This design comes from an exercise in tuning for small area, a short achievable clock period and few clock cycles per item on the open sky130 flow, not from production work. The RTL was checked by simulation tests, not by an equivalence proof against the original design. Power and IR drop assume default switching activity.

job 3321:
==> flow/design.v <==
`default_nettype none
module eigen2x2_fx #(
  parameter int WIDTH = 32,
  parameter int FRAC  = 16
) (
  input  logic             clk,
  input  logic             rst,
  input  logic             start,
  input  logic [WIDTH-1:0] a1,
  input  logic [WIDTH-1:0] a2,
  input  logic [WIDTH-1:0] a3,
  input  logic [WIDTH-1:0] a4,
  output logic             busy,
  output logic             done,
  output logic [WIDTH-1:0] v1,
  output logic [WIDTH-1:0] v2,
  output logic             complex,
  output logic             ovf
);
  localparam int CW = 36;    
  logic busy_q, done_q;
  logic p_diff, p_mul1, p_mul, p_abs, p_sqrt, p_f1, p_f2;
  logic [5:0] cnt_q;
  logic [2:0] jt_q;             
  logic s1_acc, s1_s2;          
  logic b2_one, b2_two, b2_neg;
  logic b3_one, b3_two, b3_neg;
  logic corr_q;                 
  logic [1:0] lo3_q;            
  logic n2_q;                   
  logic pend3_q;                
  logic signed [33:0] acc_q;    
  logic               py_q;     
  logic               zr_q;     
  logic signed [34:0] x_q;      
  logic signed [35:0] z_q;      
  logic signed [33:0] w_q;      
  logic signed [32:0] s_q;      
  logic               neg_q;
  logic               o1_q;          
  localparam int NK = 5;
  logic [NK-1:0] fit;
  for (genvar i = 0; i < NK; i++) begin : g_fit
    localparam int K = 7 + 2*i;
    wire [34-(2*K-1):0] xs = x_q[34:2*K-1];
    wire [33-(2*K-3):0] ws = w_q[33:2*K-3];
    assign fit[i] = ((&xs) | ~(|xs)) & ((&ws) | ~(|ws));
  end
  logic [2:0] jt_d;
  always_comb begin
    jt_d = 3'(NK);
    for (int i = NK-1; i >= 0; i--)
      if (fit[i]) jt_d = 3'(i);
  end
  function automatic logic [5:0] jof(input logic [2:0] t);
    jof = 6'(7 + 2*int'(t));
  endfunction
  logic [1:0]    pair_n;        
  logic          n2;            
  logic [CW-1:0] in1, in2, in3, csa_s, csa_c, cpa;
  logic [CW-1:0] xe, ze, m2, m3;
  assign pair_n = acc_q[31:30] ^ {2{neg_q}};
  assign n2     = n2_q;
  assign xe = CW'(x_q);
  assign ze = CW'(z_q);
  always_comb begin
    in1 = ({CW{s1_acc}} & CW'(acc_q)) | ({CW{s1_s2}} & CW'($signed({s_q, 1'b0})));
    m2  = ({CW{b2_one}} & xe) | ({CW{b2_two}} & {xe[CW-2:0], 1'b0});
    in2 = m2 ^ {CW{n2}};
    if (p_sqrt) in2[1:0] = 2'b11;
    m3  = ({CW{b3_one}} & {ze[CW-3:0], 2'b00}) | ({CW{b3_two}} & {ze[CW-4:0], 3'b000});
    in3 = m3 ^ {{(CW-2){b3_neg}}, 2'b00};
    in3[1:0] = lo3_q;
    csa_s = in1 ^ in2 ^ in3;
    csa_c = {((in1[CW-2:0] & in2[CW-2:0]) | (in1[CW-2:0] & in3[CW-2:0]) |
              (in2[CW-2:0] & in3[CW-2:0])), pend3_q};
  end
  logic [CW-1:0] pg_g [0:6];
  logic [CW-1:0] pg_p [0:6];
  logic [CW-1:0] hs;
  always_comb begin
    hs = csa_s ^ csa_c;
    pg_g[0] = csa_s & csa_c;
    pg_p[0] = hs;
    for (int l = 0; l < 6; l++) begin
      for (int i = 0; i < CW; i++) begin
        if (i >= (1 << l)) begin
          pg_g[l+1][i] = pg_g[l][i] | (pg_p[l][i] & pg_g[l][i - (1 << l)]);
          pg_p[l+1][i] = pg_p[l][i] & pg_p[l][i - (1 << l)];
        end else begin
          pg_g[l+1][i] = pg_g[l][i];
          pg_p[l+1][i] = pg_p[l][i];
        end
      end
    end
    cpa[0] = hs[0];
    for (int i = 1; i < CW; i++) cpa[i] = hs[i] ^ pg_g[6][i-1];
  end
  logic [33:0] h;
  assign h     = cpa[CW-1:2];
  logic c_d;
  assign c_d = z_q[35] ? (&z_q) : (z_q == 36'(x_q));
  logic [2:0] rem0;
  assign rem0 = {1'b0, pair_n} - 3'd1;
  logic skip;
  assign skip = (p_abs | (p_sqrt & zr_q)) & ~(|(acc_q[31:26] ^ {6{neg_q}}));
  logic acc_start, mul_end, sq_end;
  logic n_diff, n_mul1, n_mul, n_abs, n_sqrt, n_f1, n_f2;
  assign acc_start = ~busy_q & start;
  assign mul_end   = (cnt_q == jof(jt_q));
  assign sq_end    = skip ? (cnt_q >= 6'(2*jof(jt_q) + 6'd14))
                          : (cnt_q >= 6'(2*jof(jt_q) + 6'd16));
  assign n_diff    = acc_start;
  assign n_mul1    = p_diff;
  assign n_mul     = p_mul1 | (p_mul & ~mul_end);
  assign n_abs     = p_mul & mul_end;
  assign n_sqrt    = p_abs | (p_sqrt & ~sq_end);
  assign n_f1      = p_sqrt & sq_end;
  assign n_f2      = p_f1;
  always_ff @(posedge clk or posedge rst) begin
    if (rst) begin
      busy_q <= 1'b0; done_q <= 1'b0;
      p_diff <= 1'b0; p_mul1 <= 1'b0; p_mul <= 1'b0; p_abs <= 1'b0;
      p_sqrt <= 1'b0; p_f1 <= 1'b0; p_f2 <= 1'b0;
    end else begin
      busy_q <= acc_start | (busy_q & ~p_f2);
      done_q <= p_f2;
      p_diff <= n_diff; p_mul1 <= n_mul1; p_mul <= n_mul; p_abs <= n_abs;
      p_sqrt <= n_sqrt; p_f1 <= n_f1; p_f2 <= n_f2;
    end
  end
  logic xo, xv;
  assign xo = x_q[{cnt_q[4:0], 1'b1}];
  assign xv = x_q[{cnt_q[4:0], 1'b0}];
  always_ff @(posedge clk) begin
    s1_acc <= n_diff | n_mul1 | n_mul;
    s1_s2  <= n_abs | n_f1 | (n_f2 & ~neg_q);
    b2_one <= 1'b0; b2_two <= 1'b0; b2_neg <= 1'b0;
    b3_one <= 1'b0; b3_two <= 1'b0; b3_neg <= 1'b0;
    corr_q <= 1'b0;
    if (n_diff) begin
      b2_one <= 1'b1; b2_neg <= 1'b1;
    end
    if (n_mul1) begin    
      b2_one <= cpa[0];
      b2_two <= cpa[1] & ~cpa[0];
      b2_neg <= cpa[1];
      b3_one <= w_q[0];
      b3_two <= w_q[1] & ~w_q[0];
      b3_neg <= w_q[1];
    end
    if (n_mul) begin
      b2_one <= xv ^ py_q;
      b2_two <= (xo & ~xv & ~py_q) | (~xo & xv & py_q);
      b2_neg <= xo & ~(xv & py_q);
      b3_one <= w_q[2] ^ w_q[1];
      b3_two <= (w_q[3] & ~w_q[2] & ~w_q[1]) | (~w_q[3] & w_q[2] & w_q[1]);
      b3_neg <= w_q[3] & ~(w_q[2] & w_q[1]);
    end
    if (n_abs) b2_one <= 1'b1;
    if (n_sqrt) begin
      b2_two <= 1'b1; b2_neg <= 1'b1; b3_one <= 1'b1;
    end
    if (n_f1) b2_one <= ~neg_q;
    if (n_f2) begin
      b2_one <= 1'b1; b2_neg <= ~neg_q; corr_q <= neg_q & c_d;
    end
    pend3_q <= b3_neg;
    n2_q <= 1'b0;
    if (n_diff) n2_q <= 1'b1;
    if (n_mul1) n2_q <= cpa[1];
    if (n_mul)  n2_q <= xo & ~(xv & py_q);
    if (n_sqrt) n2_q <= p_abs ? (|pair_n) : ~cpa[CW-1];
    if (n_f2)   n2_q <= ~neg_q;
    lo3_q <= 2'b00;
    if (n_diff) lo3_q <= 2'b01;
    if (n_mul1) lo3_q <= {1'b0, cpa[1]};
    if (n_mul)  lo3_q <= {1'b0, xo & ~(xv & py_q)};
    if (n_sqrt) lo3_q <= (skip ? acc_q[25:24] : acc_q[29:28]) ^ {2{neg_q}};
    if (n_f2)   lo3_q <= {neg_q & c_d, ~neg_q};
  end
  always_ff @(posedge clk) begin
    if (!busy_q)               acc_q <= 34'($signed(a1));
    else if (p_diff)           acc_q <= '0;
    else if (p_mul1 | p_mul)   acc_q <= cpa[35:2];
    else if (skip)             acc_q <= {acc_q[27:0], w_q[33:28]};
    else                       acc_q <= {acc_q[31:0], w_q[33:32]};
    py_q <= p_diff ? cpa[1] : xo;
    if (!busy_q)               x_q <= 35'($signed(a4));
    else if (p_diff)           x_q <= cpa[34:0];
    else if (p_abs)            x_q <= {33'd0, |pair_n, 1'b0};
    else if (p_sqrt)           x_q <= {x_q[33:1], ~cpa[CW-1], 1'b0};
    if (!busy_q)               z_q <= 36'($signed(a2));
    else if (p_abs)            z_q <= 36'($signed(rem0));
    else if (p_sqrt)           z_q <= cpa;
    else if (p_f2)             z_q <= cpa;
    if (!busy_q)               w_q <= 34'($signed(a3));
    else if (p_mul1 | p_mul)   w_q <= {cpa[1:0], w_q[33:2]};
    else if (skip)             w_q <= {w_q[27:0], 6'b00};
    else if (p_abs | p_sqrt)   w_q <= {w_q[31:0], 2'b00};
    else if (p_f1)             w_q <= h;
    if (!busy_q)               s_q <= 33'($signed(a4));
    else if (p_abs)            s_q <= cpa[32:0];
    if (p_mul & mul_end)       neg_q <= cpa[CW-1];
    o1_q <= ~((&w_q[33:31]) | ~(|w_q[33:31]));
    if (p_mul1) jt_q <= jt_d;
    cnt_q <= p_diff ? 6'd1 : cnt_q + (skip ? 6'd3 : 6'd1);
    zr_q  <= p_abs ? ~(|pair_n) : (zr_q & cpa[CW-1]);
  end
  assign busy    = busy_q;
  assign done    = done_q;
  logic o2;
  assign o2      = ~((&z_q[35:33]) | ~(|z_q[35:33]));
  assign v1      = o1_q ? 32'h7fff_ffff : w_q[31:0];
  assign v2      = o2 ? {z_q[35], {31{~z_q[35]}}} : z_q[33:2];
  assign complex = neg_q;
  assign ovf     = o1_q | o2;
endmodule
`default_nettype wire
export LEC_CHECK = 0
export CAP_MARGIN = 20
export CORE_MARGIN = 2
export CORE_UTILIZATION = 65
export GPL_TIMING_DRIVEN = 1
export SLEW_MARGIN = 20
create_clock -name core_clock -period 10.0 [get_ports {clk}]
standard.sh (not shown) runs the stock make flow with config.mk's settings and CLKGATE_MAP_FILE= SYNTH_SCRIPT=/design/flow/synth_recipe.tcl, a recipe that flattens the netlist after the stock synthesis.
==> flow/flow/run.sh <==
#!/bin/bash
set -euo pipefail
bash standard.sh "BUFFER_PORTS_ARGS=-buffer_cell sky130_fd_sc_hd__buf_1" SETUP_SLACK_MARGIN=5.5 finish > standard_flow.log 2>&1
Testbench counts of job 3321, summed over its fixed seeds: cycles 145,942, items 3,200.
Changes in job 7322 relative to job 3321:
# job 3321
export LEC_CHECK = 0
export CAP_MARGIN = 20
export CORE_MARGIN = 2
export CORE_UTILIZATION = 65
export GPL_TIMING_DRIVEN = 1
export SLEW_MARGIN = 20
create_clock -name core_clock -period 10.0 [get_ports {clk}]
# job 7322
export LEC_CHECK = 0
export CAP_MARGIN = 20
export CORE_MARGIN = 2
export CORE_UTILIZATION = 55
export SLEW_MARGIN = 20
create_clock -name core_clock -period 10.0 [get_ports {clk}]
==> flow/flow/run.sh <==
#!/bin/bash
set -euo pipefail
bash standard.sh "BUFFER_PORTS_ARGS=-buffer_cell sky130_fd_sc_hd__buf_1" SETUP_SLACK_MARGIN=5.6 finish > standard_flow.log 2>&1
Results
- Portion of the clock cycle consumed by the worst path in the final layout, job 3321 and job 7322, higher one = job 3321.
- In the tables for job 3321 and job 7322, area overhead of the layout relative to synthesis reads higher with job 7322.
- Count of input and output buffers came out exactly the same in job 3321 and job 7322.
- Sequential portion of the cell area: job 7322 lower than job 3321
- Starting DRC count in detailed routing, job 3321 and job 7322: larger value in job 3321
- A cell with the biggest individual delay on the critical path of sky130_fd_sc_hd__or3_1 is what job 7322 shows, while sky130_fd_sc_hd__edfxtp_1 belongs to job 3321.
- Against job 3321, job 7322 comes in 10 points lower on final standard cell utilization of the core.
- | clock power | job 7322 vs job 3321 | worse |
- [diff] full die area, job 7322 relative to job 3321: regression
- Between job 7322 and job 3321, it is job 7322 whose maximum number of pins on one net before global-route repair is lower, by 16.
- Comparing number of buffers added for setup after CTS for job 3321 and job 7322, the smaller number came from job 3321.
- Compared with job 3321, job 7322 shows final-layout fill cell count that has gone up by more than a quarter.

-- port drivers added, routing unchanged --
The results above use ideal ports. As a check the final layouts listed here were re-extracted and re-timed, cells and wires unchanged. Step 1, drivers: a clkbuf_16 drives clk and a buf_2 each remaining input, both assumed. Step 2, shift: input delay + t, output delay - t, t = (earliest + latest rising clock arrival at the registers) / 2. This alone moves slack from input paths to output paths. Slacks: no drivers / after step 1 / after step 2; pairs: no drivers / after step 1.
run | shift t [ns] | setup WS [ns] | hold WS [ns] | worst register clock-pin slew, ns
job 3321 | 0.573 | 5.522 / 5.522 / 5.522 | 0.465 / 0.465 / 0.465 | 0.07 / 0.07
job 7322 | 0.597 | 5.703 / 5.703 / 5.703 | 0.416 / 0.416 / 0.416 | 0.07 / 0.07
After both steps every run listed still meets setup and hold.
